Source: an optimization exercise on an open RTL-to-GDS flow (aim: small area). Production flows keep margins and buffers that such runs may drop. In this exercise RTL edits were held to simulation tests only and were not proved equivalent to the original. Power figures rest on the tool's default switching activity, not on a simulated workload.

==> flow/design.v <==
module sample_pack_8 #(
    parameter int width       = 48,
    parameter int width_group = 384
) (
    input  logic                   clk,
    input  logic                   rst_n,
    input  logic                   clr,
    input  logic                   in_valid,
    output logic                   in_ready,
    input  logic [width-1:0]       in_data,
    output logic                   out_valid,
    input  logic                   out_ready,
    output logic [width_group-1:0] out_data,
    output logic [2:0]             fill_cnt
);
    logic                   hold_q;
    logic [2:0]             fill_q;
    logic                   out_valid_q;
    logic [width_group-1:0] asm_q, asm_d;
    logic [width_group-1:0] out_data_q;
    logic                   accept;
    logic                   out_free;
    logic                   last;
    logic [7:0]             asm_load, asm_keep;
    logic                   out_load, out_keep;
    logic                   out_load_direct, out_load_held;
    assign in_ready  = rst_n && !hold_q;
    assign accept    = in_valid && in_ready && !clr;
    assign out_free  = !out_valid_q || out_ready;
    assign last      = (fill_q == 3'd7);
    assign out_valid = out_valid_q;
    assign out_data  = out_data_q;
    assign fill_cnt  = fill_q;
    always_ff @(posedge clk) begin
        if (!rst_n) begin
            hold_q      <= 1'b0;
            fill_q      <= 3'd0;
            out_valid_q <= 1'b0;
        end else begin
            if (clr) begin
                fill_q <= 3'd0;
                hold_q <= 1'b0;
            end else if (accept) begin
                fill_q <= fill_q + 3'd1;
                if (last && !out_free) hold_q <= 1'b1;
            end else if (hold_q && out_free) begin
                hold_q <= 1'b0;
            end
            if ((accept && last) || (hold_q && !clr)) begin
                if (out_free) out_valid_q <= 1'b1;
            end else if (out_ready) begin
                out_valid_q <= 1'b0;
            end
        end
    end
    always_comb begin
        for (int s = 0; s < 8; s++) begin
            asm_load[s] = !hold_q && in_valid && fill_q == 3'(s);
            asm_keep[s] = hold_q || fill_q > 3'(s);
            asm_d[s*width +: width] = (in_data & {width{asm_load[s]}})
                                    | (asm_q[s*width +: width] & {width{asm_keep[s]}});
        end
    end
    always_ff @(posedge clk) begin
        asm_q <= asm_d;
    end
    assign out_load = out_free && (hold_q || (in_valid && last));
    assign out_keep = out_valid_q && !out_ready;
    assign out_load_direct = out_free && !hold_q && in_valid && last;
    assign out_load_held   = out_free && hold_q;
    always_ff @(posedge clk) begin
        out_data_q[7*width-1:0] <= (asm_q[7*width-1:0] & {(7*width){out_load}})
                                 | (out_data_q[7*width-1:0] & {(7*width){out_keep}});
        out_data_q[8*width-1:7*width] <= (in_data & {width{out_load_direct}})
                                       | (asm_q[8*width-1:7*width] & {width{out_load_held}})
                                       | (out_data_q[8*width-1:7*width] & {width{out_keep}});
    end
endmodule
==> flow/config.mk <==
export PLATFORM = sky130hd
export DESIGN_NAME = sample_pack_8
export DESIGN_NICKNAME = sample_pack_8
export VERILOG_FILES = /design/flow/design.v
export SDC_FILE = /design/flow/constraint.sdc
export NUM_CORES = 4
export LEC_CHECK = 0
export CAP_MARGIN = 0
export CORE_MARGIN = 2
export CORE_UTILIZATION = 70
export PLACE_DENSITY = 0.85
export SLEW_MARGIN = 0
==> flow/constraint.sdc <==
create_clock -name core_clock -period 4.0 [get_ports {clk}]
set_input_delay 0.8000 -clock core_clock [delete_from_list [all_inputs] [get_ports {clk}]]
set_output_delay 0.8000 -clock core_clock [all_outputs]
set_load 0.01 [all_outputs]
standard.sh (not shown) runs the stock make flow with config.mk's settings and CLKGATE_MAP_FILE= SYNTH_SCRIPT=/design/flow/synth_recipe.tcl, a recipe that flattens the netlist after the stock synthesis.
==> flow/flow/run.sh <==
#!/bin/bash
# Standard ORFS layout with smaller port buffers and a leaner clock tree.
set -euo pipefail
cd "$(dirname "$0")/.."
export BUFFER_PORTS_ARGS="-buffer_cell sky130_fd_sc_hd__buf_1"
export CTS_ARGS="-sink_clustering_enable -repair_clock_nets -dont_use_dummy_load -buf_list sky130_fd_sc_hd__clkbuf_8 -sink_clustering_size 20 -sink_clustering_max_diameter 60"
bash standard.sh > flow_make.log 2>&1
Change:
- CAP_MARGIN: 0 -> 20
- CORE_UTILIZATION: 70 -> 40
- PLACE_DENSITY: 0.85 -> not set
- SLEW_MARGIN: 0 -> 20
Effect: The changed run went through all stages and came out clean. Routed wire length climbs by about 14%. Via count shrinks by 1.9%. Final area rises by 2.6%. First-iteration DRC count falls by about 20%. Final cell count came out higher by 13%. Core utilization goes down by 32 points. Die area went up by 73%. Critical path depth is unchanged. Clock skew increases by 0.067 ns. Area after synthesis is unchanged.
Change:
- CORE_UTILIZATION: 40 -> 70
- PLACE_DENSITY: not set -> 0.85
- via count is higher by 2.0%
- setup slack improves by 0.069 ns
- sequential power is about the same

==> static timing again, ports no longer ideal <==
How much do the figures lean on ideal ports? The routed layouts below were timed once more, with nothing changed but the port constraints. Step 1 assumes that a clkbuf_16 drives the clock port and a buf_2 every other input. Step 2 moves the port delays by t, midway between the first and last clock arrival at a register: inputs arrive t later, outputs are due t later. That takes back most of the time a late clock gives input paths. Slacks: ideal ports / drivers / drivers and shift; pairs: ideal ports / drivers.
run | shift t [ns] | setup WS [ns] | worst setup path after step 2 | worst slew at a driven data input, ns
the first run | 0.664 | 1.024 / 0.972 / 1.114 | input to register | 0.08
the second run | 0.689 | 0.992 / 0.936 / 0.996 | input to register | 0.15
the third run | 0.627 | 1.061 / 1.009 / 1.069 | input to register | 0.08
After both steps every run listed still meets setup and hold.
